Background: an optimization exercise with open tools, aiming at small area. Do not read the settings as production practice. Only simulation tests tie the RTL to the original design; equivalence was not proved. Power is estimated from default activity; no workload was simulated.

==> design.v <==
package drac_pkg;
  localparam logic [11:0] HPM_COUNTER_BASE    = 12'hB03;
  localparam logic [11:0] HPM_COUNTER_RO_BASE = 12'hC03;
  localparam logic [11:0] HPM_EVENT_BASE      = 12'h323;
  localparam logic [11:0] HPM_INHIBIT_ADDR    = 12'h320;
  typedef logic [7:0] hpm_event_sel_t;
endpackage
module hpm_counter_slice (
  input  logic        clk_i,
  input  logic        live_i,
  input  logic [63:0] ev_i,
  input  logic        inh_d_i,
  input  logic        cnt_we_i,
  input  logic        evt_we_i,
  input  logic [63:0] wdata_i,
  output logic [63:0] cnt_o,
  output logic [7:0]  sel_o,
  output logic        of_o
);
  logic [63:0] cnt_q, cnt_d, sum;
  logic [7:0]  sel_q, sel_d;
  logic        of_q, of_d;
  logic [1:0]  ln_q, ln_d;
  logic [64:1] c;
  logic        keep;
  assign sel_d = evt_we_i ? wdata_i[7:0] : (live_i ? sel_q : 8'd0);
  logic [3:0] dlo;
  logic [7:0] dhi;
  logic [7:0] g0, g1;
  for (genvar m = 0; m < 4; m++) begin : g_dlo
    assign dlo[m] = (sel_d[1:0] == 2'(m));
  end
  for (genvar j = 0; j < 8; j++) begin : g_grp
    assign dhi[j] = (sel_d[4:2] == 3'(j)) & (sel_d[7:5] == 3'd0) & ~inh_d_i;
    if (j == 0) begin : g_first
      assign g0[j] = |(dlo[3:1] & {ev_i[6], ev_i[4], ev_i[2]});
      assign g1[j] = |(dlo[3:1] & {ev_i[7], ev_i[5], ev_i[3]});
    end else begin : g_rest
      assign g0[j] = |(dlo & {ev_i[8*j+6], ev_i[8*j+4], ev_i[8*j+2], ev_i[8*j]});
      assign g1[j] = |(dlo & {ev_i[8*j+7], ev_i[8*j+5], ev_i[8*j+3], ev_i[8*j+1]});
    end
  end
  assign ln_d = {|(dhi & g1), |(dhi & g0)};
  assign sum[0] = cnt_q[0] ^ ln_q[0] ^ ln_q[1];
  assign c[1]   = (cnt_q[0] & ln_q[0]) | (cnt_q[0] & ln_q[1]) | (ln_q[0] & ln_q[1]);
  for (genvar k = 1; k < 64; k++) begin : g_bit
    if (k == 8)          begin : g_skip0 assign c[k] = c[1] & (&cnt_q[7:1]); end
    else if (k % 8 == 0) begin : g_skip  assign c[k] = c[k-8] & (&cnt_q[k-8 +: 8]); end
    else if (k > 1)      begin : g_rip   assign c[k] = c[k-1] & cnt_q[k-1]; end
    assign sum[k] = cnt_q[k] ^ c[k];
  end
  assign c[64] = c[56] & (&cnt_q[63:56]);
  assign keep  = live_i & ~cnt_we_i;
  assign cnt_d = ({64{cnt_we_i}} & wdata_i) | ({64{keep}} & sum);
  assign of_d  = evt_we_i ? wdata_i[63] : (live_i & (of_q | (c[64] & ~cnt_we_i)));
  always_ff @(posedge clk_i) begin
    cnt_q <= cnt_d;
    sel_q <= sel_d;
    of_q  <= of_d;
    ln_q  <= ln_d;
  end
  assign cnt_o = cnt_q;
  assign sel_o = sel_q;
  assign of_o  = of_q;
endmodule
module hpm_event_counters
#(
  parameter int NUM_COUNTERS = 8,
  parameter int NUM_EVENTS   = 32,
  parameter int NUM_LANES    = 2,
  parameter int CNT_WIDTH    = 64
) (
  input  logic                            clk_i,
  input  logic                            rstn_i,
  input  logic [11:0]                     addr_i,
  input  logic                            we_i,
  input  logic [63:0]                     data_i,
  output logic [63:0]                     data_o,
  input  logic [NUM_EVENTS*NUM_LANES-1:0] events_i,
  output logic                            ovf_irq_o
);
  logic       live_q;
  logic [7:0] inh_q, inh_d;
  logic [7:0] cnt_we, evt_we, rd_cnt, rd_evt, of;
  logic       inh_we, rd_inh;
  logic [63:0] cnt [8];
  logic [7:0]  sel [8];
  always_ff @(posedge clk_i or negedge rstn_i) begin
    if (!rstn_i) live_q <= 1'b0;
    else         live_q <= 1'b1;
  end
  always_ff @(posedge clk_i) inh_q <= inh_d;
  always_comb begin
    for (int i = 0; i < 8; i++) begin
      cnt_we[i] = we_i & (addr_i == drac_pkg::HPM_COUNTER_BASE + 12'(i));
      evt_we[i] = we_i & (addr_i == drac_pkg::HPM_EVENT_BASE + 12'(i));
      rd_cnt[i] = live_q & ((addr_i == drac_pkg::HPM_COUNTER_BASE + 12'(i)) |
                            (addr_i == drac_pkg::HPM_COUNTER_RO_BASE + 12'(i)));
      rd_evt[i] = live_q & (addr_i == drac_pkg::HPM_EVENT_BASE + 12'(i));
    end
    inh_we = we_i & (addr_i == drac_pkg::HPM_INHIBIT_ADDR);
    rd_inh = live_q & (addr_i == drac_pkg::HPM_INHIBIT_ADDR);
  end
  assign inh_d = inh_we ? data_i[10:3] : (live_q ? inh_q : 8'd0);
  always_comb begin
    data_o = {53'b0, {8{rd_inh}} & inh_q, 3'b000};
    for (int i = 0; i < 8; i++) begin
      data_o = data_o | ({64{rd_cnt[i]}} & cnt[i]);
      data_o = data_o | ({64{rd_evt[i]}} & {of[i], 55'b0, sel[i]});
    end
  end
  for (genvar g = 0; g < NUM_COUNTERS; g++) begin : g_slice
    hpm_counter_slice u_slice (
      .clk_i   (clk_i),
      .live_i  (live_q),
      .ev_i    (events_i),
      .inh_d_i (inh_d[g]),
      .cnt_we_i(cnt_we[g]),
      .evt_we_i(evt_we[g]),
      .wdata_i (data_i),
      .cnt_o   (cnt[g]),
      .sel_o   (sel[g]),
      .of_o    (of[g])
    );
  end
  assign ovf_irq_o = live_q & (|of);
endmodule
==> run.sh <==
#!/bin/bash
# synth_recipe.tcl (not shown) runs the flow's synth.tcl, then flattens the netlist and writes it again
# the make line also repeats each setting of config.mk as NAME=value (left out here)
make -C /OpenROAD-flow-scripts/flow DESIGN_CONFIG=/design/flow/config.mk WORK_HOME=/design/flow/orfs CLKGATE_MAP_FILE= SYNTH_SCRIPT=/design/flow/synth_recipe.tcl finish
==> config.mk <==
export PLATFORM = sky130hd
export DESIGN_NAME = hpm_event_counters
export DESIGN_NICKNAME = hpm_event_counters
export VERILOG_FILES = /design/flow/design.v
export SDC_FILE = /design/flow/constraint.sdc
export NUM_CORES = 4
export LEC_CHECK = 0
export ABC_AREA = 1
export CAP_MARGIN = 20
export CORE_MARGIN = 2
export CORE_UTILIZATION = 40
export SLEW_MARGIN = 20
==> constraint.sdc <==
create_clock -name core_clock -period 6.2 [get_ports {clk_i}]
set_input_delay 1.2400 -clock core_clock [delete_from_list [all_inputs] [get_ports {clk_i}]]
set_output_delay 1.2400 -clock core_clock [all_outputs]
set_load 0.01 [all_outputs]
==> results.json, run 1 <==
{
  "status": "timing/DRC/antenna clean",
  "period_needed_ns": 5.77,
  "start_util": 0.403,
  "tritoncts": "done",
  "grt_pass1_vias": 34500,
  "synth-edff-count": 0,
  "critical_path.max_fanout": 13,
  "synthToLayoutAreaGrowth_pct": 13.0,
  "worst_slew_pin_slew_ns": 1.05,
  "reg2reg_slack_ns": 2.16,
  "vias": 38000,
  "maxSlewHeadroom": 0.296,
  "place.gp.congestion": 0.997,
  "ant_nets": 0,
  "numPortBuffers": 205,
  "ioPinCount": 208,
  "setup_viol": 0,
  "final_nets": 6017,
  "final_common_cell": "nand2_1",
  "antennaDiodeCount": 0,
  "die_w_um": 313,
  "cts_setup_buffers": 0,
  "fp.dieH_um": 313,
  "cts_hold_buf": 0,
  "p_int_uw": 6460,
  "rsz0062_at_grt": "false",
  "drive_above_1_share": 0.0532,
  "p_seq_frac": 0.459,
  "pwr_density_cell_nw_per_um2": 198,
  "clockBufferDepth": 3,
  "clock_power_share": 0.485,
  "hold_ws_ns": 0.508,
  "finalHoldViolCount": 0,
  "crit_path_end_kind": "output port",
  "p_sw_uw": 2090,
  "p_sw_frac": 0.245,
  "cts_resized": 0,
  "final_cells": 6738,
  "num_rows": 113,
  "hold_path_class": "reg -> reg",
  "first_pass_iters": 6,
  "max_cap_violations": 0,
  "synth-seq-cells": 609,
  "clock_sinks": 609,
  "clock_skew_ns": 0.0283,
  "grt_max_degree": 73,
  "place_area_um2": 41000,
  "finalSetupTns_ns": 0,
  "avgRoutedWirePerCell_um": 21.9,
  "die_area_um2": 98100,
  "synthCells": 5404,
  "groute.usage.overall": 0.291,
  "remaining_drc_errors": 0,
  "layout_worst_path_cycle_share": 0.930,
  "wl_mm": 148,
  "clk_pin_slew_ns": 0.06,
  "synth_cell_types": 52,
  "final_cell_mix": "nand2_1, dfxtp_1, nand3_1, o21ai_0, ha_1",
  "root_buffer": "clkbuf_16",
  "ys_warn_count": 4,
  "cp-start-kind": "input port",
  "grt-ovfl-total": 0,
  "cts.htree.levels": 3,
  "antenna_found_initial": 1,
  "core_um2": 94900,
  "yosysSeqAreaShare": 0.319,
  "ir_drop_mv": 0.157,
  "maxSlewViolCount": 0,
  "dpl.hpwl_mm": 107,
  "numCtsBuffers": 70,
  "syn_avg_cell_area_um2": 7.08,
  "vias_per_cell": 5.63,
  "critPathKind": "in -> out",
  "total_power_uw": 8550,
  "grt_pass1_wl_mm": 218,
  "fin_area_um2": 43200,
  "async_flop_share": 0.00164,
  "synth_nets": 5995,
  "drt-initial-drc-count": 3593,
  "synth_flop_cell": "dfxtp_1",
  "crit_required_ns": 4.96,
  "dp_cells": 6617,
  "power.leakage_uw": 0.0213,
  "fmax_ghz": 0.173,
  "worst_skew_pair.late_latency_ns": 0.63,
  "combPwrFrac": 0.056,
  "syn_area_um2": 38300,
  "worstPathArrival_ns": 4.53
}
## worst max-delay path, stage by stage
cell	delay [ns]
clkdlybuf4s50_1	0.43
nor2_2	0.19
nand3_1	0.37
nor2_1	0.41
nand2_1	0.23
inv_2	0.25
buf_4	0.30
a22o_1	0.17
nor3_1	0.05
nand2_1	0.25
clkdlybuf4s50_1	0.62
## cells in the mapped netlist, types with 4 or more instances
cell,instances,share of area
fa_1,8,0.0042
nand3_1,548,0.072
a211oi_1,8,0.0016
nand2_2,20,0.0033
nor3_1,16,0.0021
a22o_1,55,0.013
nor2_2,14,0.0023
buf_2,80,0.010
and2_1,8,0.0013
o32ai_1,8,0.0018
nand3_4,4,0.0018
nand4_1,231,0.038
a221oi_1,58,0.013
buf_1,23,0.0023
nand2_1,1636,0.16
nand2_4,6,0.0018
or2_2,4,0.00065
buf_4,26,0.0051
o22ai_1,62,0.010
inv_1,356,0.035
nand3_2,4,0.0010
nor3b_1,7,0.0014
o21ai_1,31,0.0041
nor4_1,18,0.0029
a21oi_1,45,0.0059
buf_6,25,0.0074
nand4_2,13,0.0043
dfxtp_1,608,0.32
clkbuf_1,186,0.018
o2bb2ai_1,4,0.00092
nor2_1,255,0.025
a32o_1,5,0.0013
o21ai_0,486,0.064
clkinv_1,11,0.0011
inv_2,13,0.0013
nand3b_1,5,0.00098
xnor2_1,56,0.013
ha_1,440,0.14
## worst paths after layout
check	start	cells after the start	endpoint
max	addr_i[7]	11	data_o[63]
min	g_slice[6].u_slice.sel_q[7]$_DFF_P_	2	g_slice[6].u_slice.sel_q[7]$_DFF_P_
max reg2reg	g_slice[4].u_slice.cnt_q[0]$_DFF_P_	17	g_slice[4].u_slice.cnt_q[63]$_DFF_P_
min reg2reg	g_slice[6].u_slice.sel_q[7]$_DFF_P_	2	g_slice[6].u_slice.sel_q[7]$_DFF_P_
max in group asynchronous	rstn_i	1	live_q$_DFF_PN0_
min in group asynchronous	rstn_i	1	live_q$_DFF_PN0_
## metal layers
metal / vias to the layer above / track usage / wire length [µm]
met1: 17600 / 0.385 / 61600
met4: 2 / 0.110 / 5840
li1: 18300 / - / -
met3: 304 / 0.0509 / 13000
met5: - / 0 / 18
met2: 1721 / 0.473 / 67300
## flip-flops by register name, indices dropped and copies added, names as in the netlist
| name | flops |
|---|---|
| g_slice.u_slice.cnt_q | 512 |
| inh_q | 8 |
| live_q | 1 |
| g_slice.u_slice.sel_q | 64 |
| g_slice.u_slice.ln_q | 16 |
| g_slice.u_slice.of_q | 8 |
## power by group through the flow
stage	clock [µW]	combinational [µW]	sequential, µW
after CTS	4190	469	3920
after floorplan	0	213	4000
after detailed placement	0	468	4010
after global placement	0	468	4010
final	4140	481	3920
after global routing	4340	500	3920
## metrics by stage
stage	worst slack, ns	util
finish	0.434	0.456
detailed placement	0.494	0.432
global placement	0.508	0.432
CTS	0.472	0.455
floorplan	2.21	-
global route	0.260	0.456
## cell type report
class | instances | area, µm²
Fill cell | 9658 | 51600
Multi-Input combinational cell | 4070 | 23000
Sequential cell | 609 | 12200
Timing Repair Buffer | 294 | 2830
Clock buffer | 105 | 2060
Tap cell | 1265 | 1580
Inverter | 381 | 1440
Clock inverter | 14 | 176
## logic make-up (layout without fill, tap and decap cells)
kind of cell	Yosys count	after routing	synth area share
and+or+nand+nor	2799	2799	0.321
AOI/OAI and AO/OA	766	766	0.116
buffers and inverters	725	794	0.0828
DFF	609	609	0.319
adders and majority gates	448	448	0.148
xor gates and xnor gates	56	56	0.0128
other	1	1	0.0000980
==> run 2: changes to the inputs <==
--- a/config.mk
+++ b/config.mk
@@ -10,3 +10,4 @@
 export CORE_MARGIN = 2
 export CORE_UTILIZATION = 40
+export CTS_BUF_LIST = sky130_fd_sc_hd__clkbuf_8
 export SLEW_MARGIN = 20
==> results.json, run 2 <==
{
  "status": "timing/DRC/antenna clean",
  "first_pass_iters": 6,
  "root_buffer": "clkbuf_8",
  "path_delay_family": "buffers and inverters",
  "clock_sinks": 609,
  "syn_area_um2": 38300,
  "p_sw_uw": 2180,
  "cts.htree.levels": 3,
  "die_w_um": 313,
  "critical-path-max-stage-delay_ns": 0.62,
  "finalSetupTns_ns": 0,
  "ys_warn_count": 4,
  "critPathSlowestCell": "clkdlybuf4s50_1",
  "worstPathArrival_ns": 4.55,
  "async_flop_share": 0.00164,
  "top_regs": "g_slice.u_slice.cnt_q x512, g_slice.u_slice.sel_q x64, g_slice.u_slice.ln_q x16",
  "synth_flop_cell": "dfxtp_1",
  "worst_skew_pair.late_latency_ns": 0.78,
  "largest_reg_flops": 512,
  "cts_resized": 0,
  "crit_buf_inv": 4,
  "yosysSeqAreaShare": 0.319,
  "dp_cells": 6617,
  "synth_common_cells": "nand2_1, dfxtp_1, nand3_1",
  "avgRoutedWirePerCell_um": 21.8,
  "groute.usage.overall": 0.292,
  "combPwrFrac": 0.058,
  "fp.dieH_um": 313,
  "pwr_density_cell_nw_per_um2": 193,
  "worst_slew_pin_slew_ns": 1.07,
  "synthCells": 5404,
  "vias": 38200,
  "p_int_uw": 6190,
  "drive_above_1_share": 0.0638,
  "numPortBuffers": 205,
  "cp-start-kind": "input port",
  "grt-ovfl-total": 0,
  "ioPinCount": 208,
  "critPathKind": "in -> out",
  "hold_path_class": "reg -> reg",
  "layout_worst_path_cycle_share": 0.934,
  "fin_area_um2": 43300,
  "numCtsBuffers": 105,
  "p_sw_frac": 0.261,
  "synth_area_leaders": "dfxtp_1, nand2_1, ha_1, nand3_1, o21ai_0",
  "finalHoldViolCount": 0,
  "final_common_cell": "nand2_1",
  "synth.top_cell.area_share": 0.318,
  "yosys.area.top_type": "dfxtp_1",
  "maxSlewHeadroom": 0.284,
  "clockBufferDepth": 3,
  "synth-seq-cells": 609,
  "vias_per_cell": 5.61,
  "largest-register": "g_slice.u_slice.cnt_q",
  "rsz0062_at_grt": "false",
  "grt_pass1_vias": 35000,
  "clock_skew_ns": 0.0598,
  "path_cells": "clkdlybuf4s50_1 -> nor2_2 -> nand3_1 -> nor2_1 -> nand2_1 -> inv_2 -> buf_4 -> a22o_1 -> nor3_1 -> nand2_1 -> clkdlybuf4s50_1",
  "start_util": 0.403,
  "p_seq_frac": 0.469,
  "synth-edff-count": 0,
  "power.leakage_uw": 0.0215,
  "tritoncts": "done",
  "crit_required_ns": 4.96,
  "place_area_um2": 41000,
  "syn_avg_cell_area_um2": 7.08,
  "fmax_ghz": 0.173,
  "synth_nets": 5995,
  "maxSlewViolCount": 0,
  "ir_drop_mv": 0.154,
  "final_nets": 6052,
  "antenna_found_initial": 1,
  "synth_cell_types": 52,
  "synth_most_common_cell": "nand2_1",
  "clock_power_share": 0.474,
  "num_rows": 113,
  "setup_viol": 0,
  "core_um2": 94900,
  "grt_pass1_wl_mm": 218,
  "ant_nets": 0,
  "die_area_um2": 98100,
  "period_needed_ns": 5.79,
  "grt_max_degree": 73,
  "remaining_drc_errors": 0,
  "max_cap_violations": 0,
  "drt-initial-drc-count": 3796,
  "dpl.hpwl_mm": 107,
  "clk_pin_slew_ns": 0.07,
  "cts_setup_buffers": 0,
  "cts_hold_buf": 0,
  "final_cell_mix": "nand2_1, dfxtp_1, nand3_1, o21ai_0, ha_1",
  "synthToLayoutAreaGrowth_pct": 13.2,
  "crit_path_end_kind": "output port",
  "place.gp.congestion": 0.997,
  "wl_mm": 148,
  "critical_path.max_fanout": 13,
  "final_cells": 6814
}
-- run 2: cell counts after synthesis --
No cell type changed its count.
-- run 2: worst reg2reg max path: stages, from the launching register on --
cell and delay, ns:
dfxtp_1 0.48, fa_1 0.27, nand2_1 0.06, nor2_1 0.12
nand2_1 0.13, nor3_1 0.44, and2_1 0.37, nand3_1 0.31
nor4_1 0.33, ha_1 0.23, ha_1 0.16, ha_1 0.16
ha_1 0.18, ha_1 0.15, ha_1 0.15, ha_1 0.16
xnor2_1 0.12, o22ai_1 0.10
-- run 2: stage by stage --
step / utilization / worst slack, ns / power (µW) / hold WS [ns]
after floorplan: - / 2.21 / 4210 / 0.462
after global placement: 0.432 / 0.508 / 4480 / 0.483
after detailed placement: 0.432 / 0.494 / 4480 / 0.486
after CTS: 0.456 / 0.471 / 8400 / 0.499
after global routing: 0.456 / 0.264 / 8610 / 0.531
final: 0.456 / 0.409 / 8370 / 0.509
-- run 2: path summary, 6_finish.rpt --
kind | startpoint | endpoint | slack, ns | depth (start not counted)
setup / recovery | addr_i[7] | data_o[63] | 0.41 | 11
hold / removal | g_slice[2].u_slice.sel_q[7]$_DFF_P_ | g_slice[2].u_slice.sel_q[7]$_DFF_P_ | 0.51 | 2
setup reg to reg | g_slice[4].u_slice.cnt_q[0]$_DFF_P_ | g_slice[4].u_slice.cnt_q[63]$_DFF_P_ | 2.16 | 17
hold reg to reg | g_slice[2].u_slice.sel_q[7]$_DFF_P_ | g_slice[2].u_slice.sel_q[7]$_DFF_P_ | 0.51 | 2
max in group asynchronous | rstn_i | live_q$_DFF_PN0_ | 5.44 | 1
min in group asynchronous | rstn_i | live_q$_DFF_PN0_ | 0.65 | 1
-- run 2: routing by layer --
| metal | vias up | wire (µm) | global-route usage |
|---|---|---|---|
| li1 | 18400 | - | - |
| met1 | 17800 | 61900 | 0.383 |
| met2 | 1718 | 67500 | 0.474 |
| met3 | 328 | 12600 | 0.0512 |
| met4 | 0 | 6300 | 0.119 |
| met5 | - | 0 | 0 |
-- run 2: area by class of cell --
class	count	area, µm²
Antenna cell	2	5.00
Clock buffer	143	1970
Clock inverter	50	327
Fill cell	9660	51600
Inverter	381	1440
Multi-Input combinational cell	4070	23000
Sequential cell	609	12200
Tap cell	1265	1580
Timing Repair Buffer	294	2820
-- run 2: cell families after synthesis --
| kind of cell | share of synthesized area |
|---|---|
| simple gates | 0.321 |
| compound gates | 0.116 |
| buf+inv | 0.0828 |
| flops | 0.319 |
| fa+ha+maj | 0.148 |
| xor+xnor | 0.0128 |
| other cells | 0.0000980 |
-- run 2: power by group through the flow --
stage | Sequential (µW) | Clock [µW] | Combinational (µW)
finish | 3920 | 3970 | 481
detailed placement | 4010 | 0 | 468
global route | 3920 | 4190 | 500
global placement | 4010 | 0 | 468
CTS | 3920 | 4010 | 469
floorplan | 4000 | 0 | 213
==> run 3: changes to the inputs <==
--- a/config.mk
+++ b/config.mk
@@ -10,4 +10,4 @@
 export CORE_MARGIN = 2
 export CORE_UTILIZATION = 40
-export CTS_BUF_LIST = sky130_fd_sc_hd__clkbuf_8
+export CTS_BUF_LIST = sky130_fd_sc_hd__clkbuf_4
 export SLEW_MARGIN = 20
==> results.json, run 3 <==
{
  "place.gp.congestion": 0.997,
  "synth_area_leaders": "dfxtp_1, nand2_1, ha_1, nand3_1, o21ai_0",
  "synth_common_cells": "nand2_1, dfxtp_1, nand3_1",
  "maxSlewViolCount": 0,
  "avgRoutedWirePerCell_um": 21.5,
  "layout_worst_path_cycle_share": 0.974,
  "worst_slew_pin_slew_ns": 1.09,
  "critPathKind": "reg -> out",
  "wl_mm": 149,
  "remaining_drc_errors": 0,
  "p_sw_frac": 0.265,
  "grt_pass1_wl_mm": 219,
  "final_nets": 6114,
  "synth_most_common_cell": "nand2_1",
  "combPwrFrac": 0.059,
  "clock_skew_ns": 0.0838,
  "cts_setup_buffers": 0,
  "crit_required_ns": 4.96,
  "pre_cts_ws_ns": 0.494,
  "syn_avg_cell_area_um2": 7.08,
  "cts.htree.levels": 4,
  "clock_sinks": 609,
  "power.leakage_uw": 0.0214,
  "finalHoldViolCount": 0,
  "groute.usage.overall": 0.294,
  "root_buffer": "clkbuf_4",
  "final_cell_mix": "nand2_1, dfxtp_1, nand3_1, o21ai_0, ha_1",
  "first_pass_iters": 6,
  "drive_above_1_share": 0.0806,
  "top_regs": "g_slice.u_slice.cnt_q x512, g_slice.u_slice.sel_q x64, g_slice.u_slice.ln_q x16",
  "synthToLayoutAreaGrowth_pct": 12.6,
  "numCtsBuffers": 167,
  "clk_pin_slew_ns": 0.07,
  "tritoncts": "done",
  "die_area_um2": 98100,
  "synthCells": 5404,
  "p_seq_frac": 0.482,
  "maxSlewHeadroom": 0.276,
  "async_flop_share": 0.00164,
  "postLayoutCoreUtil": 0.454,
  "largest_reg_flops": 512,
  "rsz0062_at_grt": "false",
  "synth-edff-count": 0,
  "worstPathArrival_ns": 4.80,
  "grt_max_degree": 73,
  "ys_warn_count": 4,
  "largest-register": "g_slice.u_slice.cnt_q",
  "drt-initial-drc-count": 3763,
  "synth_cell_types": 52,
  "critical_path.max_fanout": 51,
  "die_w_um": 313,
  "synth.top_cell.area_share": 0.318,
  "core_um2": 94900,
  "period_needed_ns": 6.04,
  "yosys.area.top_type": "dfxtp_1",
  "dpl.hpwl_mm": 107,
  "grt-ovfl-total": 0,
  "worst_skew_pair.late_latency_ns": 1.08,
  "pwr_density_cell_nw_per_um2": 189,
  "path_cells": "inv_1 -> nor3_2 -> nand2_1 -> nand4_1 -> nor3_1 -> nand2_1 -> clkdlybuf4s50_1",
  "num_rows": 113,
  "status": "timing/DRC/antenna clean",
  "fp.dieH_um": 313,
  "final_common_cell": "nand2_1",
  "final_cells": 6902,
  "critPathSlowestCell": "nor3_2",
  "grt_pass1_vias": 35500,
  "timing.final.ws_setup_ns": 0.164,
  "rr_startpoint": "g_slice[7].u_slice.cnt_q[0]$_DFF_P_",
  "synth_flop_cell": "dfxtp_1",
  "p_int_uw": 5980,
  "ir_drop_mv": 0.141,
  "crit_start": "live_q$_DFF_PN0_",
  "ioPinCount": 208,
  "vias": 38600,
  "hold_path_class": "in -> async",
  "crit_buf_inv": 2,
  "critical-path-max-stage-delay_ns": 0.97,
  "cp-start-kind": "flop",
  "numPortBuffers": 205,
  "finalSetupTns_ns": 0,
  "yosysSeqAreaShare": 0.319,
  "setup_viol": 0,
  "path_delay_family": "simple AND/OR/NAND/NOR gates",
  "dp_cells": 6617,
  "clockBufferDepth": 3,
  "p_sw_uw": 2150,
  "crit_top_cell": "nand2_1",
  "ant_nets": 0,
  "fmax_ghz": 0.166,
  "vias_per_cell": 5.59,
  "antenna_found_initial": 5,
  "start_util": 0.403,
  "synth-seq-cells": 609,
  "cts_resized": 0,
  "synth_nets": 5995,
  "max_cap_violations": 0,
  "syn_area_um2": 38300,
  "crit_path_end_kind": "output port",
  "cts_hold_buf": 0,
  "clock_power_share": 0.459
}
## run 3: cells by family after synthesis
family / count (synthesis) / share of synthesized area
other: 1 / 0.0000980
adder cells (fa/ha/maj): 448 / 0.148
buffers and inverters: 725 / 0.0828
AND/OR/NAND/NOR: 2799 / 0.321
flip-flops: 609 / 0.319
XOR/XNOR: 56 / 0.0128
AO/OA/AOI/OAI: 766 / 0.116
## run 3: area by class of cell
class / instances / area [µm²]
fill: 9747 / 51800
multi-input combinational: 4070 / 23000
sequential: 609 / 12200
timing repair buffer: 294 / 2820
clock buffer: 248 / 1860
tap: 1265 / 1580
inverter: 381 / 1440
clock inverter: 30 / 219
antenna: 5 / 12.5
## run 3: per-layer routing
metal	vias to the layer above	share of wire	track usage
li1	18600	-	-
met1	17900	0.42	0.383
met2	1737	0.45	0.474
met3	350	0.088	0.0566
met4	2	0.042	0.128
met5	-	0.000087	0
## run 3: final timing paths
kind / to / slack (ns) / depth (start not counted)
max: data_o[0] / 0.16 / 7
min: live_q$_DFF_PN0_ / 0.36 / 1
max reg2reg: g_slice[7].u_slice.cnt_q[55]$_DFF_P_ / 2.20 / 14
min reg2reg: g_slice[6].u_slice.sel_q[7]$_DFF_P_ / 0.51 / 2
max in group asynchronous: live_q$_DFF_PN0_ / 5.73 / 1
min in group core_clock: g_slice[6].u_slice.sel_q[7]$_DFF_P_ / 0.51 / 2
## run 3: power groups by stage
stage               registers (µW)  clock network, µW  logic, µW
floorplan                     4000                  0        213
global placement              4010                  0        468
detailed placement            4010                  0        468
CTS                           3920               3790        469
global route                  3920               3990        499
finish                        3920               3730        480
## run 3: metrics by stage
stage / instance area, µm² / total power [µW] / hold slack, ns
after floorplan: 38300 / 4210 / 0.462
after global placement: 41000 / 4480 / 0.483
after detailed placement: 41000 / 4480 / 0.486
after CTS: 43000 / 8180 / 0.272
after global routing: 43100 / 8410 / 0.307
final: 43100 / 8130 / 0.356
==> run 4: changes to the inputs <==
--- a/config.mk
+++ b/config.mk
@@ -10,4 +10,6 @@
 export CORE_MARGIN = 2
 export CORE_UTILIZATION = 40
-export CTS_BUF_LIST = sky130_fd_sc_hd__clkbuf_4
+export CTS_BUF_LIST = sky130_fd_sc_hd__clkbuf_8
+export CTS_CLUSTER_DIAMETER = 40
+export CTS_CLUSTER_SIZE = 14
 export SLEW_MARGIN = 20
==> results.json, run 4 <==
{
  "r2r-end": "g_slice[4].u_slice.cnt_q[63]$_DFF_P_",
  "status": "timing/DRC/antenna clean",
  "cts.htree.levels": 3,
  "crit_top_cell": "nand2_1",
  "ir_drop_mv": 0.149,
  "cts_setup_buffers": 0,
  "critical_path.max_fanout": 9,
  "top_regs": "g_slice.u_slice.cnt_q x512, g_slice.u_slice.sel_q x64, g_slice.u_slice.ln_q x16",
  "power.leakage_uw": 0.0215,
  "clock_sinks": 609,
  "pre_cts_ws_ns": 0.494,
  "grt_pass1_vias": 35000,
  "path_cells": "clkdlybuf4s50_1 -> nand2_1 -> nor2_1 -> buf_4 -> inv_1 -> nor3_2 -> nand2_1 -> nand4_1 -> nor3_1 -> nand2_1 -> clkdlybuf4s50_1",
  "largest_reg_flops": 512,
  "tritoncts": "done",
  "root_buffer": "clkbuf_8",
  "worstPathArrival_ns": 4.61,
  "grt_pass1_wl_mm": 218,
  "synth_nets": 5995,
  "setup_viol": 0,
  "die_w_um": 313,
  "layout_worst_path_cycle_share": 0.944,
  "antenna_found_initial": 1,
  "groute.usage.overall": 0.292,
  "largest-register": "g_slice.u_slice.cnt_q",
  "multiInputGateArea_um2": 23000,
  "maxSlewHeadroom": 0.290,
  "synth-edff-count": 0,
  "reg2reg_slack_ns": 2.14,
  "cts_resized": 0,
  "synth_flop_cell": "dfxtp_1",
  "die_area_um2": 98100,
  "cts_hold_buf": 0,
  "core_um2": 94900,
  "rsz0062_at_grt": "false",
  "ioPinCount": 208,
  "timing.final.ws_setup_ns": 0.346,
  "synth-seq-cells": 609,
  "fillers": 9621,
  "rr_startpoint": "g_slice[4].u_slice.cnt_q[0]$_DFF_P_",
  "period_needed_ns": 5.85,
  "numCtsBuffers": 102,
  "final-seq-area_um2": 12200,
  "clock_skew_ns": 0.0528,
  "final_common_cell": "nand2_1",
  "fp.dieH_um": 313,
  "syn_area_um2": 38300,
  "yosysSeqAreaShare": 0.319,
  "synth.top_cell.area_share": 0.318,
  "ant_nets": 0,
  "finalHoldViolCount": 0,
  "min_from": "g_slice[6].u_slice.sel_q[7]$_DFF_P_",
  "holdPathStages": 2,
  "fmax_ghz": 0.171,
  "pwr_density_cell_nw_per_um2": 205,
  "yosys.area.top_type": "dfxtp_1",
  "vias_per_cell": 5.61,
  "critical-path-max-stage-delay_ns": 0.82,
  "clk_pin_slew_ns": 0.07,
  "synth_area_leaders": "dfxtp_1, nand2_1, ha_1, nand3_1, o21ai_0",
  "async_flop_share": 0.00164,
  "hold_ws_ns": 0.509,
  "worst_slew_pin_slew_ns": 1.06,
  "finalSetupTns_ns": 0,
  "cp-start-kind": "input port",
  "place_area_um2": 41000,
  "crit_buf_inv": 4,
  "total_power_uw": 8950,
  "dpl.hpwl_mm": 107,
  "path_delay_family": "simple AND/OR/NAND/NOR gates",
  "first_pass_iters": 8,
  "worst_skew_pair.late_latency_ns": 0.76,
  "crit_required_ns": 4.96,
  "fin_area_um2": 43600,
  "final_cell_mix": "nand2_1, dfxtp_1, nand3_1, o21ai_0, ha_1",
  "grt-ovfl-total": 0,
  "ys_warn_count": 4,
  "maxSlewViolCount": 0,
  "syn_avg_cell_area_um2": 7.08,
  "synth_cell_types": 52,
  "vias": 38200,
  "wl_mm": 148,
  "drive_above_1_share": 0.0664,
  "num_rows": 113,
  "grt_max_degree": 73,
  "crit_path_end_kind": "output port",
  "final_nets": 6049,
  "whs_endpoint": "g_slice[6].u_slice.sel_q[7]$_DFF_P_",
  "critPathKind": "in -> out",
  "ff2ff_path_depth": 17,
  "numPortBuffers": 205,
  "start_util": 0.403,
  "synth_most_common_cell": "nand2_1",
  "place.gp.congestion": 0.997,
  "critPathSlowestCell": "nor3_2",
  "synthCells": 5404,
  "remaining_drc_errors": 0,
  "clockBufferDepth": 3,
  "max_cap_violations": 0,
  "drt-initial-drc-count": 3886,
  "hold_path_class": "reg -> reg",
  "avgRoutedWirePerCell_um": 21.7,
  "synth_common_cells": "nand2_1, dfxtp_1, nand3_1",
  "synthToLayoutAreaGrowth_pct": 13.9
}
[run 4: through the flow]
| step | util | std cells |
|---|---|---|
| finish | 0.459 | 6808 |
| global route | 0.459 | 6808 |
| CTS | 0.459 | 6805 |
| detailed placement | 0.432 | 6617 |
| global placement | 0.432 | 6617 |
| floorplan | - | 5404 |
[run 4: cell type report]
class                   instances  share of cell area
diodes                          1           0.0000574
clock buffers                 120              0.0379
clock inverters                68              0.0214
inverters                     381              0.0329
multi-input cells            4070               0.527
flip-flops and latches        609               0.280
well taps                    1265              0.0363
repair buffers                294              0.0647
[run 4: worst register-to-register path, cell delays in order, from the launching register on]
cell and delay (ns):
dfxtp_1 0.48, fa_1 0.28, nand2_1 0.06, nor2_1 0.12
nand2_1 0.13, nor3_1 0.48, and2_1 0.38, nand3_1 0.30
nor4_1 0.33, ha_1 0.23, ha_1 0.16, ha_1 0.15
ha_1 0.17, ha_1 0.15, ha_1 0.15, ha_1 0.16
xnor2_1 0.12, o22ai_1 0.10
[run 4: cells by family (layout without fill, tap and decap cells)]
| group | Yosys count | in the layout | synth area share |
|---|---|---|---|
| DFF | 609 | 609 | 0.319 |
| buffers and inverters | 725 | 863 | 0.0828 |
| and+or+nand+nor | 2799 | 2799 | 0.321 |
| adders and majority gates | 448 | 448 | 0.148 |
| xor gates and xnor gates | 56 | 56 | 0.0128 |
| AOI/OAI and AO/OA | 766 | 766 | 0.116 |
| other | 1 | 2 | 0.0000980 |
[run 4: where the power goes]
group | internal, µW | switching, µW | total (µW)
sequential | 3910 | 7.95 | 3920
clock | 2650 | 1900 | 4550
combinational | 127 | 352 | 480
[run 4: how the worst max path moves through the flow]
stage / start / end / slack [ns] / depth (start not counted)
2_1_floorplan: addr_i[7] / data_o[7] / 2.21 / 12
3_3_place_gp: addr_i[9] / data_o[55] / 0.51 / 14
3_5_place_dp: addr_i[7] / data_o[55] / 0.49 / 11
4_1_cts: addr_i[7] / data_o[55] / 0.47 / 11
5_1_grt: addr_i[7] / data_o[55] / 0.26 / 11
6_report: addr_i[1] / data_o[0] / 0.35 / 11
[run 4: routing by layer]
layer,share of wire,global-route usage,vias up
met5,0,0,-
met4,0.040,0.115,0
met3,0.082,0.0504,325
met2,0.46,0.474,1677
met1,0.42,0.384,17800
li1,-,-,18400
==> run 5: changes to the inputs <==
==> flow/run.sh (new file) <==
#!/bin/bash
# Own layout flow: the standard ORFS flow, with two changes.
#  1. Synthesis is the standard flow's synthesis script (synth_recipe.tcl, with ORFS's
#     synth.tcl) except that the final ABC mapping uses flow/area.abc, an
#     area-oriented mapping script. Registers are untouched by ABC, so their
#     names and cell types are those of the standard synthesis.
#  2. Port buffers are the smallest buffer cell (buffer_ports -buffer_cell).
# Every tool's output goes to a log file in the work folder.
set -euo pipefail
WORK=$PWD
FD=$WORK/flow
export MY_ABC_SCRIPT=$FD/area.abc

# ORFS's synth.tcl with the ABC script replaced.
python3 - "$FLOW_HOME/scripts/synth.tcl" "$WORK/my_synth.tcl" <<'PY'
import sys
s = open(sys.argv[1]).read()
old = "  log_cmd abc {*}$abc_args\n"
assert s.count(old) == 1, "synth.tcl abc call not found"
s = s.replace(old, "  log_cmd abc -script $::env(MY_ABC_SCRIPT) {*}[lrange $abc_args 2 end]\n")
open(sys.argv[2], "w").write(s)
PY
# The standard flow's synthesis wrapper, sourcing the modified synth.tcl.
python3 - "$WORK/synth_recipe.tcl" "$WORK/my_synth_recipe.tcl" "$WORK/my_synth.tcl" <<'PY'
import sys
s = open(sys.argv[1]).read()
old = "source $::env(SCRIPTS_DIR)/synth.tcl"
assert s.count(old) == 1, "synth_recipe.tcl source line not found"
open(sys.argv[2], "w").write(s.replace(old, "source " + sys.argv[3]))
PY

bash standard.sh SYNTH_SCRIPT="$WORK/my_synth_recipe.tcl" \
  BUFFER_PORTS_ARGS="-buffer_cell sky130_fd_sc_hd__buf_1" finish > "$WORK/flow_make.log" 2>&1
test -f "$WORK/out/final.def"
==> flow/area.abc (new file) <==
strash; &get -n; &st; &dch -f; &nf -a -R 1000; &put
==> standard.sh (new file) <==
#!/bin/bash
# synth_recipe.tcl (not shown) runs the flow's synth.tcl, then flattens the netlist and writes it again
# the make line also repeats each setting of config.mk as NAME=value (left out here)
make -C /OpenROAD-flow-scripts/flow DESIGN_CONFIG=/design/flow/config.mk WORK_HOME=/design/flow/orfs CLKGATE_MAP_FILE= SYNTH_SCRIPT=/design/flow/synth_recipe.tcl "${@:-finish}"
--- a/config.mk
+++ b/config.mk
@@ -10,6 +10,3 @@
 export CORE_MARGIN = 2
 export CORE_UTILIZATION = 40
-export CTS_BUF_LIST = sky130_fd_sc_hd__clkbuf_8
-export CTS_CLUSTER_DIAMETER = 40
-export CTS_CLUSTER_SIZE = 14
 export SLEW_MARGIN = 20
removed: run.sh
==> results.json, run 5 <==
{
  "combPwrFrac": 0.044,
  "grt_pass1_wl_mm": 182,
  "critPathKind": "in -> out",
  "reg2reg_slack_ns": 1.18,
  "ant_nets": 0,
  "root_buffer": "clkbuf_16",
  "yosysSeqAreaShare": 0.383,
  "numPortBuffers": 205,
  "place.gp.congestion": 1.00,
  "fillers": 7569,
  "vias_per_cell": 6.64,
  "finalHoldViolCount": 0,
  "cts_hold_buf": 0,
  "tritoncts": "done",
  "synth_flop_cell": "dfxtp_1",
  "crit_required_ns": 4.96,
  "cts.htree.levels": 3,
  "p_sw_uw": 2040,
  "p_int_uw": 6500,
  "largest-register": "g_slice.u_slice.cnt_q",
  "core_um2": 78900,
  "final_cells": 4538,
  "clk_pin_slew_ns": 0.05,
  "cp-start-kind": "input port",
  "synth.top_cell.area_share": 0.382,
  "vias": 30100,
  "synth_nets": 3648,
  "numCtsBuffers": 69,
  "yosys.area.top_type": "dfxtp_1",
  "num_rows": 103,
  "antenna_found_initial": 1,
  "rr_startpoint": "g_slice[4].u_slice.cnt_q[0]$_DFF_P_",
  "groute.usage.overall": 0.288,
  "top_regs": "g_slice.u_slice.cnt_q x512, g_slice.u_slice.sel_q x64, g_slice.u_slice.ln_q x16",
  "rsz0062_at_grt": "false",
  "finalSetupTns_ns": 0,
  "crit_buf_inv": 4,
  "clockBufferDepth": 3,
  "pre_cts_ws_ns": 0.723,
  "path_cells": "buf_1 -> nand3_1 -> nor2_1 -> o21ai_1 -> buf_4 -> nor3_4 -> buf_4 -> a222oi_1 -> nand3_1 -> or2_0 -> buf_1",
  "drt-initial-drc-count": 3761,
  "hold_path_class": "in -> async",
  "status": "timing/DRC/antenna clean",
  "grt_pass1_vias": 28700,
  "p_sw_frac": 0.239,
  "largest_reg_flops": 512,
  "dp_cells": 4413,
  "final_nets": 4026,
  "ir_drop_mv": 0.165,
  "crit_path_end_kind": "output port",
  "critPathSlowestCell": "o21ai_1",
  "dpl.hpwl_mm": 86.0,
  "die_w_um": 286,
  "pwr_density_cell_nw_per_um2": 229,
  "antennaDiodeCount": 0,
  "final-seq-area_um2": 12200,
  "synth-seq-cells": 609,
  "synth_common_cells": "a22o_1, dfxtp_1, ha_1",
  "multiInputGateArea_um2": 19600,
  "critical_path.max_fanout": 17,
  "synth-edff-count": 0,
  "synthToLayoutAreaGrowth_pct": 17.1,
  "maxSlewHeadroom": 0.227,
  "synth_cell_types": 40,
  "avgRoutedWirePerCell_um": 26.9,
  "power.leakage_uw": 0.0168,
  "setup_viol": 0,
  "clock_power_share": 0.498,
  "cts_setup_buffers": 0,
  "critical-path-max-stage-delay_ns": 0.89,
  "clock_skew_ns": 0.0198,
  "drive_above_1_share": 0.0702,
  "p_seq_frac": 0.459,
  "first_pass_iters": 10,
  "ioPinCount": 208,
  "final_cell_mix": "a22o_1, dfxtp_1, ha_1, a22oi_1, buf_1",
  "async_flop_share": 0.00164,
  "maxSlewViolCount": 0,
  "final_common_cell": "a22o_1",
  "period_needed_ns": 5.61,
  "crit_start": "addr_i[8]",
  "layout_worst_path_cycle_share": 0.904,
  "max_cap_violations": 0,
  "total_power_uw": 8540,
  "clock_sinks": 609,
  "die_area_um2": 81800,
  "syn_area_um2": 31800,
  "path_delay_family": "compound AO/OA/AOI/OAI gates",
  "ys_warn_count": 4,
  "fp.dieH_um": 286,
  "grt_max_degree": 66,
  "cts_resized": 0,
  "timing.final.ws_setup_ns": 0.592,
  "syn_avg_cell_area_um2": 10.4,
  "grt-ovfl-total": 0,
  "remaining_drc_errors": 0,
  "wl_mm": 122,
  "worst_slew_pin_slew_ns": 1.15,
  "start_util": 0.404,
  "synth_area_leaders": "dfxtp_1, ha_1, a22o_1, a22oi_1, a222oi_1",
  "synthCells": 3057,
  "fmax_ghz": 0.178,
  "worstPathArrival_ns": 4.37,
  "worst_skew_pair.late_latency_ns": 0.62,
  "synth_most_common_cell": "a22o_1"
}
-- run 5: kinds of logic after synthesis --
| logic type | synth area share |
|---|---|
| flops | 0.383 |
| buf+inv | 0.00943 |
| xor+xnor | 0.0176 |
| compound gates | 0.305 |
| fa+ha+maj | 0.178 |
| other cells | 0.000118 |
| simple gates | 0.107 |
-- run 5: power groups by stage --
stage | clock network [µW] | logic, µW | registers, µW
global route | 4480 | 385 | 3910
finish | 4250 | 375 | 3910
detailed placement | 0 | 359 | 4000
CTS | 4300 | 359 | 3910
floorplan | 0 | 99.4 | 4000
global placement | 0 | 359 | 4000
-- run 5: per-layer routing --
layer | global-route usage | vias up | part of all wire
met3 | 0.0561 | 306 | 0.093
met2 | 0.453 | 1538 | 0.44
met4 | 0.122 | 2 | 0.045
met1 | 0.385 | 14700 | 0.42
met5 | 0 | - | 0.00014
li1 | - | 13600 | -
-- run 5: cell type report --
cell class                 count  share of cell area
timing repair buffer         307              0.0425
multi-input combinational   2368               0.525
inverter                      80             0.00805
clock inverter                24             0.00765
sequential                   609               0.327
tap                         1050              0.0352
clock buffer                 100              0.0549
-- run 5: final timing paths --
path,endpoint,cells past startpoint
setup / recovery,data_o[5],11
hold / removal,live_q$_DFF_PN0_,1
setup reg to reg,g_slice[4].u_slice.cnt_q[63]$_DFF_P_,19
hold reg to reg,g_slice[3].u_slice.sel_q[7]$_DFF_P_,2
max in group asynchronous,live_q$_DFF_PN0_,1
min in group core_clock,g_slice[3].u_slice.sel_q[7]$_DFF_P_,2
-- run 5: through the flow --
step           utilization  cell area, µm²  hold slack, ns
6_report             0.473           37300           0.385
5_1_grt              0.473           37300           0.376
4_1_cts              0.473           37300           0.365
3_5_place_dp         0.443           34900           0.486
3_3_place_gp         0.443           34900           0.478
2_1_floorplan            -           31900           0.458
==> run 6: changes to the inputs <==
--- a/design.v
+++ b/design.v
@@ -18,5 +18,6 @@
   output logic        of_o
 );
-  logic [63:0] cnt_q, cnt_d, sum;
+  localparam logic [63:0] INV = {32{2'b10}};
+  logic [63:0] cnt_q, cnt_d, sum, st_q;
   logic [7:0]  sel_q, sel_d;
   logic        of_q, of_d;
@@ -51,9 +52,10 @@
   end
   assign c[64] = c[56] & (&cnt_q[63:56]);
+  assign cnt_q = st_q ^ INV;
   assign keep  = live_i & ~cnt_we_i;
   assign cnt_d = ({64{cnt_we_i}} & wdata_i) | ({64{keep}} & sum);
   assign of_d  = evt_we_i ? wdata_i[63] : (live_i & (of_q | (c[64] & ~cnt_we_i)));
   always_ff @(posedge clk_i) begin
-    cnt_q <= cnt_d;
+    st_q  <= cnt_d ^ INV;
     sel_q <= sel_d;
     of_q  <= of_d;
==> flow/run.sh (replaced) <==
#!/bin/bash
# Own layout flow: the standard ORFS flow (standard.sh), with these changes.
#  1. Synthesis is the standard flow's synthesis script (synth_recipe.tcl, with ORFS's
#     synth.tcl) except that Yosys's extract_fa step is skipped and the final
#     ABC mapping uses flow/area.abc, an area-oriented mapping script.
#     Registers are mapped before ABC and untouched by it, so their names and
#     cell types are those of the standard synthesis.
#  2. Port buffers are the smallest buffer cell (buffer_ports -buffer_cell).
#  3. Clock tree synthesis uses clkbuf_8 with small sink clusters, no dummy loads.
# Every tool's output goes to a log file in the work folder (flow_make.log,
# and ORFS's own per-step logs under orfs/logs).
set -euo pipefail
WORK=$PWD
FD=$WORK/flow
export MY_ABC_SCRIPT=$FD/area.abc

# ORFS's synth.tcl with extract_fa skipped and the ABC script replaced.
python3 - "$FLOW_HOME/scripts/synth.tcl" "$WORK/my_synth.tcl" <<'PY'
import sys
s = open(sys.argv[1]).read()
for old, new in [
    ("  log_cmd abc {*}$abc_args\n",
     "  log_cmd abc -script $::env(MY_ABC_SCRIPT) {*}[lrange $abc_args 2 end]\n"),
    ("  extract_fa {*}[dont_use_extract_fa_args]\n", ""),
]:
    assert s.count(old) == 1, "synth.tcl: line not found: " + old
    s = s.replace(old, new)
open(sys.argv[2], "w").write(s)
PY
# The standard flow's synthesis wrapper, sourcing the modified synth.tcl.
python3 - "$WORK/synth_recipe.tcl" "$WORK/my_synth_recipe.tcl" "$WORK/my_synth.tcl" <<'PY'
import sys
s = open(sys.argv[1]).read()
old = "source $::env(SCRIPTS_DIR)/synth.tcl"
assert s.count(old) == 1, "synth_recipe.tcl source line not found"
open(sys.argv[2], "w").write(s.replace(old, "source " + sys.argv[3]))
PY

bash standard.sh SYNTH_SCRIPT="$WORK/my_synth_recipe.tcl" \
  BUFFER_PORTS_ARGS="-buffer_cell sky130_fd_sc_hd__buf_1" \
  CTS_ARGS="-sink_clustering_enable -repair_clock_nets -buf_list sky130_fd_sc_hd__clkbuf_8 -sink_clustering_size 12 -sink_clustering_max_diameter 40 -dont_use_dummy_load" \
  finish > "$WORK/flow_make.log" 2>&1
test -f "$WORK/out/final.def"
==> flow/area.abc (replaced) <==
strash; dc2; &get -n; &st; &dch -f; &nf -a -R 1000; &put; strash; &get -n; &st; &dch -f; &nf -a -R 1000; &put
==> results.json, run 6 <==
{
  "crit_top_cell": "nand2_1",
  "reg2reg_slack_ns": 0.41,
  "drt-initial-drc-count": 5170,
  "p_sw_frac": 0.256,
  "synthToLayoutAreaGrowth_pct": 15.1,
  "async_flop_share": 0.00164,
  "root_buffer": "clkbuf_8",
  "num_rows": 101,
  "clock_skew_ns": 0.125,
  "worstPathArrival_ns": 6.48,
  "ioPinCount": 208,
  "p_seq_frac": 0.528,
  "synth-edff-count": 0,
  "r2r-end": "g_slice[4].u_slice.of_q$_DFF_P_",
  "grt_pass1_vias": 32000,
  "die_w_um": 280,
  "synth-seq-cells": 609,
  "cts_hold_buf": 0,
  "rsz0062_at_grt": "false",
  "synth.top_cell.area_share": 0.400,
  "p_int_uw": 5520,
  "grt-ovfl-total": 0,
  "largest_reg_flops": 512,
  "syn_area_um2": 30400,
  "first_pass_iters": 14,
  "numCtsBuffers": 108,
  "critical_path.max_fanout": 5,
  "final_cells": 5569,
  "top_regs": "g_slice.u_slice.st_q x512, g_slice.u_slice.sel_q x64, g_slice.u_slice.ln_q x16",
  "yosysSeqAreaShare": 0.401,
  "hold_ws_ns": 0.375,
  "grt_pass1_wl_mm": 202,
  "maxSlewViolCount": 0,
  "ff2ff_path_depth": 25,
  "crit_required_ns": 6.89,
  "ant_nets": 0,
  "fin_area_um2": 35000,
  "worst_skew_pair.late_latency_ns": 0.75,
  "fmax_ghz": 0.173,
  "syn_avg_cell_area_um2": 7.29,
  "die_area_um2": 78300,
  "clock_sinks": 609,
  "cp-start-kind": "flop",
  "setup_viol": 0,
  "place_area_um2": 33400,
  "status": "timing/DRC/antenna clean",
  "critPathSlowestCell": "nor3_1",
  "postLayoutCoreUtil": 0.463,
  "hold_path_class": "in -> async",
  "combPwrFrac": 0.057,
  "numPortBuffers": 205,
  "synth_area_leaders": "dfxtp_1, nand2_1, a21oi_1, o21ai_0, nor2_1",
  "critical-path-max-stage-delay_ns": 0.44,
  "critPathKind": "reg -> reg",
  "final_common_cell": "nand2_1",
  "cts.htree.levels": 3,
  "p_sw_uw": 1900,
  "ys_warn_count": 4,
  "clk_pin_slew_ns": 0.08,
  "dp_cells": 5457,
  "grt_max_degree": 66,
  "final_nets": 4735,
  "start_util": 0.402,
  "dpl.hpwl_mm": 93.9,
  "maxSlewHeadroom": 0.213,
  "largest-register": "g_slice.u_slice.st_q",
  "yosys.area.top_type": "dfxtp_1",
  "synth_flop_cell": "dfxtp_1",
  "clockBufferDepth": 3,
  "groute.usage.overall": 0.336,
  "place.gp.congestion": 0.987,
  "vias_per_cell": 6.40,
  "total_power_uw": 7420,
  "crit_path_end_kind": "flop",
  "vias": 35700,
  "pwr_density_cell_nw_per_um2": 212,
  "fillers": 7742,
  "final_cell_mix": "nand2_1, dfxtp_1, a21oi_1, nor2_1, o21ai_0",
  "drive_above_1_share": 0.0582,
  "tritoncts": "done",
  "finalHoldViolCount": 0,
  "synth_common_cells": "nand2_1, dfxtp_1, nor2_1",
  "synth_cell_types": 48,
  "ir_drop_mv": 0.146,
  "layout_worst_path_cycle_share": 0.934,
  "worst_slew_pin_slew_ns": 1.18,
  "synthCells": 4173,
  "core_um2": 75700,
  "antenna_found_initial": 4,
  "remaining_drc_errors": 0,
  "avgRoutedWirePerCell_um": 24.5,
  "clock_power_share": 0.415,
  "wl_mm": 137,
  "max_cap_violations": 0,
  "synth_nets": 4316,
  "power.leakage_uw": 0.0116,
  "synth_most_common_cell": "nand2_1",
  "period_needed_ns": 5.79,
  "rr_startpoint": "g_slice[4].u_slice.st_q[0]$_DFF_P_",
  "fp.dieH_um": 280
}
[run 6: cell type report]
cell class / count / area (µm²) / share of cell area
diodes: 1 / 2.50 / 0.0000714
flip-flops and latches: 609 / 12200 / 0.348
multi-input cells: 3527 / 18400 / 0.525
well taps: 978 / 1220 / 0.0349
clock buffers: 108 / 1490 / 0.0424
repair buffers: 309 / 1600 / 0.0455
inverters: 37 / 139 / 0.00396
[run 6: timing repair]
action | CTS | global route
setup buffers | 0 | 1
gates cloned | 0 | 0
hold endpoints to repair | 0 | 0
endpoints found under the setup margin | 2 | 10
pin swaps | 0 | 2
resized for setup | 1 | 16
[run 6: power groups by stage]
stage	Sequential (µW)	Clock [µW]	Combinational, µW
after CTS	3920	3110	395
after detailed placement	4000	0	395
after global routing	3920	3280	436
after floorplan	4000	0	139
final	3920	3080	422
after global placement	4000	0	393
[run 6: cell families (layout without fill, tap and decap cells)]
logic type      count (synthesis)  in the layout  share of synthesized area
buf+inv                        37            454                    0.00456
other cells                     1              2                   0.000123
simple gates                 1912           1912                      0.265
flops                         609            609                      0.401
xor+xnor                       20             20                    0.00575
compound gates               1594           1594                      0.323
[run 6: worst max path at each step]
stage,startpoint,to,slack (ns),depth (start not counted)
after floorplan,addr_i[4],g_slice[6].u_slice.st_q[2]$_DFF_P_,0.07,5
after global placement,g_slice[7].u_slice.st_q[0]$_DFF_P_,g_slice[7].u_slice.of_q$_DFF_P_,0.02,35
after detailed placement,g_slice[7].u_slice.st_q[0]$_DFF_P_,g_slice[7].u_slice.of_q$_DFF_P_,-0.06,35
after CTS,g_slice[7].u_slice.st_q[0]$_DFF_P_,g_slice[7].u_slice.of_q$_DFF_P_,0.04,35
after global routing,g_slice[4].u_slice.st_q[0]$_DFF_P_,g_slice[4].u_slice.of_q$_DFF_P_,0.01,25
final,g_slice[4].u_slice.st_q[0]$_DFF_P_,g_slice[4].u_slice.of_q$_DFF_P_,0.41,25
[run 6: routing by layer]
metal / routed length [µm] / GRT usage / up-vias / share of wire
li1: - / - / 16500 / -
met1: 55900 / 0.461 / 16500 / 0.41
met2: 58700 / 0.512 / 2163 / 0.43
met3: 15300 / 0.0684 / 452 / 0.11
met4: 6690 / 0.143 / 4 / 0.049
met5: 25 / 0.00250 / - / 0.00018
[run 6: critical path, delay by kind of cell (launching register included)]
kind,cells,cell delay (ns)
AO/OA/AOI/OAI,2,0.24
flip-flops,1,0.43
AND/OR/NAND/NOR,23,5.05
[run 6: metrics by stage]
stage | TNS [ns] | setup WS, ns
2_1_floorplan | 0 | 0.0655
3_3_place_gp | 0 | 0.0194
3_5_place_dp | -0.0612 | -0.0612
4_1_cts | 0 | 0.0386
5_1_grt | 0 | 0.00952
6_report | 0 | 0.407
==> run 7: changes to the inputs <==
--- a/flow/run.sh
+++ b/flow/run.sh
@@ -7,5 +7,5 @@
 #     cell types are those of the standard synthesis.
 #  2. Port buffers are the smallest buffer cell (buffer_ports -buffer_cell).
-#  3. Clock tree synthesis uses clkbuf_8 with small sink clusters, no dummy loads.
+#  3. Clock tree synthesis uses clkbuf_16, sink clusters of up to 24, no dummy loads.
 # Every tool's output goes to a log file in the work folder (flow_make.log,
 # and ORFS's own per-step logs under orfs/logs).
@@ -39,5 +39,5 @@
 bash standard.sh SYNTH_SCRIPT="$WORK/my_synth_recipe.tcl" \
   BUFFER_PORTS_ARGS="-buffer_cell sky130_fd_sc_hd__buf_1" \
-  CTS_ARGS="-sink_clustering_enable -repair_clock_nets -buf_list sky130_fd_sc_hd__clkbuf_8 -sink_clustering_size 12 -sink_clustering_max_diameter 40 -dont_use_dummy_load" \
+  CTS_ARGS="-sink_clustering_enable -repair_clock_nets -buf_list sky130_fd_sc_hd__clkbuf_16 -sink_clustering_size 24 -sink_clustering_max_diameter 60 -dont_use_dummy_load" \
   finish > "$WORK/flow_make.log" 2>&1
 test -f "$WORK/out/final.def"
==> results.json, run 7 <==
{
  "final-seq-area_um2": 12200,
  "clock_sinks": 609,
  "yosysSeqAreaShare": 0.401,
  "pwr_density_cell_nw_per_um2": 210,
  "setup_viol": 0,
  "core_um2": 75700,
  "cp-start-kind": "flop",
  "synth_nets": 4316,
  "synth_most_common_cell": "nand2_1",
  "fmax_ghz": 0.175,
  "finalHoldViolCount": 0,
  "start_util": 0.402,
  "worstPathArrival_ns": 6.28,
  "root_buffer": "clkbuf_16",
  "multiInputGateArea_um2": 18400,
  "grt_max_degree": 66,
  "ir_drop_mv": 0.212,
  "wl_mm": 136,
  "final_common_cell": "nand2_1",
  "die_w_um": 280,
  "synth_area_leaders": "dfxtp_1, nand2_1, a21oi_1, o21ai_0, nor2_1",
  "final_cell_mix": "nand2_1, dfxtp_1, a21oi_1, nor2_1, o21ai_0",
  "largest_reg_flops": 512,
  "clock_power_share": 0.407,
  "top_regs": "g_slice.u_slice.st_q x512, g_slice.u_slice.sel_q x64, g_slice.u_slice.ln_q x16",
  "critPathSlowestCell": "dfxtp_2",
  "clock_skew_ns": 0.0994,
  "vias": 35200,
  "worst_slew_pin_slew_ns": 1.17,
  "worst_skew_pair.late_latency_ns": 0.65,
  "status": "timing/DRC/antenna clean",
  "synth_flop_cell": "dfxtp_1",
  "num_rows": 101,
  "ant_nets": 0,
  "max_cap_violations": 0,
  "clk_pin_slew_ns": 0.08,
  "yosys.area.top_type": "dfxtp_1",
  "layout_worst_path_cycle_share": 0.923,
  "critPathKind": "reg -> reg",
  "crit_top_cell": "nand2_1",
  "drive_above_1_share": 0.0476,
  "place_area_um2": 33400,
  "groute.usage.overall": 0.334,
  "combPwrFrac": 0.058,
  "numPortBuffers": 205,
  "drt-initial-drc-count": 5016,
  "ioPinCount": 208,
  "synth_common_cells": "nand2_1, dfxtp_1, nor2_1",
  "p_sw_uw": 1820,
  "antenna_found_initial": 2,
  "vias_per_cell": 6.37,
  "dpl.hpwl_mm": 93.9,
  "p_sw_frac": 0.249,
  "cts.htree.levels": 2,
  "syn_area_um2": 30400,
  "maxSlewViolCount": 0,
  "numCtsBuffers": 53,
  "grt-ovfl-total": 0,
  "final_nets": 4681,
  "synthToLayoutAreaGrowth_pct": 14.7,
  "die_area_um2": 78300,
  "critical_path.max_fanout": 5,
  "critical-path-max-stage-delay_ns": 0.37,
  "hold_path_class": "in -> async",
  "period_needed_ns": 5.72,
  "remaining_drc_errors": 0,
  "rsz0062_at_grt": "false",
  "ys_warn_count": 4,
  "synth.top_cell.area_share": 0.400,
  "p_seq_frac": 0.535,
  "total_power_uw": 7310,
  "largest-register": "g_slice.u_slice.st_q",
  "clockBufferDepth": 3,
  "power.leakage_uw": 0.0115,
  "fin_area_um2": 34900,
  "async_flop_share": 0.00164,
  "p_int_uw": 5500,
  "grt_pass1_vias": 31700,
  "synth-seq-cells": 609,
  "first_pass_iters": 13,
  "synth_cell_types": 48,
  "fillers": 7739,
  "fp.dieH_um": 280,
  "crit_path_end_kind": "flop",
  "crit_required_ns": 6.76,
  "synth-edff-count": 0,
  "grt_pass1_wl_mm": 201,
  "maxSlewHeadroom": 0.218,
  "syn_avg_cell_area_um2": 7.29,
  "finalSetupTns_ns": 0,
  "tritoncts": "done",
  "synthCells": 4173,
  "avgRoutedWirePerCell_um": 24.6,
  "hold_ws_ns": 0.450,
  "place.gp.congestion": 0.987
}
-- run 7: final cells by class --
| type | instances | area share |
|---|---|---|
| sequential | 609 | 0.349 |
| antenna | 1 | 0.0000717 |
| timing repair buffer | 310 | 0.0460 |
| multi-input combinational | 3527 | 0.527 |
| clock buffer | 53 | 0.0380 |
| inverter | 37 | 0.00398 |
| tap | 978 | 0.0351 |
-- run 7: worst max-delay path: cells and delay by family (launching register included) --
kind	cells	cell delay, ns
simple gates	32	4.87
flops	1	0.37
compound gates	2	0.24
buf+inv	1	0.17
-- run 7: layer usage --
metal,up-vias,track usage,part of all wire
met1,16200,0.461,0.41
met5,-,0.00250,0.00023
met2,2078,0.513,0.43
li1,16500,-,-
met4,4,0.135,0.045
met3,391,0.0640,0.11
-- run 7: cells by family (layout without fill, tap and decap cells) --
family,Yosys count,in the layout,synth area share
and+or+nand+nor,1912,1912,0.265
AOI/OAI and AO/OA,1594,1594,0.323
xor gates and xnor gates,20,20,0.00575
other,1,2,0.000123
buffers and inverters,37,400,0.00456
DFF,609,609,0.401
-- run 7: power by group through the flow --
stage	registers (µW)	logic [µW]	clock network (µW)
after floorplan	4000	139	0
after global placement	4000	393	0
after detailed placement	4000	395	0
after CTS	3910	395	3010
after global routing	3910	437	3160
final	3910	421	2980
-- run 7: path summary, 6_finish.rpt --
path                                                startpoint                             endpoint  slack [ns]  cells after the start
max                         g_slice[7].u_slice.st_q[0]$_DFF_P_      g_slice[7].u_slice.of_q$_DFF_P_        0.48                     35
min                                                     rstn_i                     live_q$_DFF_PN0_        0.45                      1
max reg2reg                 g_slice[7].u_slice.st_q[0]$_DFF_P_      g_slice[7].u_slice.of_q$_DFF_P_        0.48                     35
min reg2reg                g_slice[2].u_slice.st_q[57]$_DFF_P_  g_slice[2].u_slice.st_q[57]$_DFF_P_        0.48                      2
max in group asynchronous                               rstn_i                     live_q$_DFF_PN0_        5.65                      1
min in group core_clock    g_slice[2].u_slice.st_q[57]$_DFF_P_  g_slice[2].u_slice.st_q[57]$_DFF_P_        0.48                      2
-- run 7: per-stage QoR --
stage | instances | worst slack (ns) | utilization
floorplan | 4173 | 0.0655 | -
global placement | 5457 | 0.0194 | 0.442
detailed placement | 5457 | -0.0612 | 0.442
CTS | 5510 | 0.0415 | 0.459
global route | 5514 | 0.0474 | 0.461
finish | 5515 | 0.479 | 0.461
-- run 7: repair_timing --
item	4_1_cts	5_1_grt
buffers inserted	0	1
pin swaps	0	1
hold buffers	0	0
endpoints found under the setup margin	1	11
resized for setup	1	19

[what the ideal ports hide]
No port has a modelled driver above. Below, the same layouts with a new extraction and two added sets of constraints.
Step 1: set_driving_cell puts a clkbuf_16 on clk_i and a buf_2 on each other input, an assumption about the parent block.
Step 2 adds t to the input delays and takes it off the output delays; t is the mean of the earliest and latest rising clock arrival at the registers after step 1. Input paths then give back, and output paths get back, about the clock's delay inside the block.
a / b / c = ideal ports / drivers / drivers and shift; a / b = the first two.
| run | shift t [ns] | slack for setup (ns) | worst data-port slew with drivers (ns) |
|---|---|---|---|
| run 1 | 0.677 | 0.434 / 0.413 / 0.413 | 0.05 |
| run 2 | 0.809 | 0.409 / 0.388 / 0.388 | 0.05 |
| run 3 | 1.093 | 0.164 / 0.103 / 0.341 | 0.05 |
| run 4 | 0.797 | 0.346 / 0.321 / 0.321 | 0.05 |
| run 5 | 0.666 | 0.592 / 0.568 / 0.568 | 0.13 |
| run 6 | 0.757 | 0.407 / 0.407 / 0.407 | 0.15 |
| run 7 | 0.670 | 0.479 / 0.479 / 0.479 | 0.16 |
After both steps setup and hold are still met in every run listed. For run 4, which loses most, drivers alone change the setup slack by -0.025 ns; drivers and shift together by -0.025 ns.
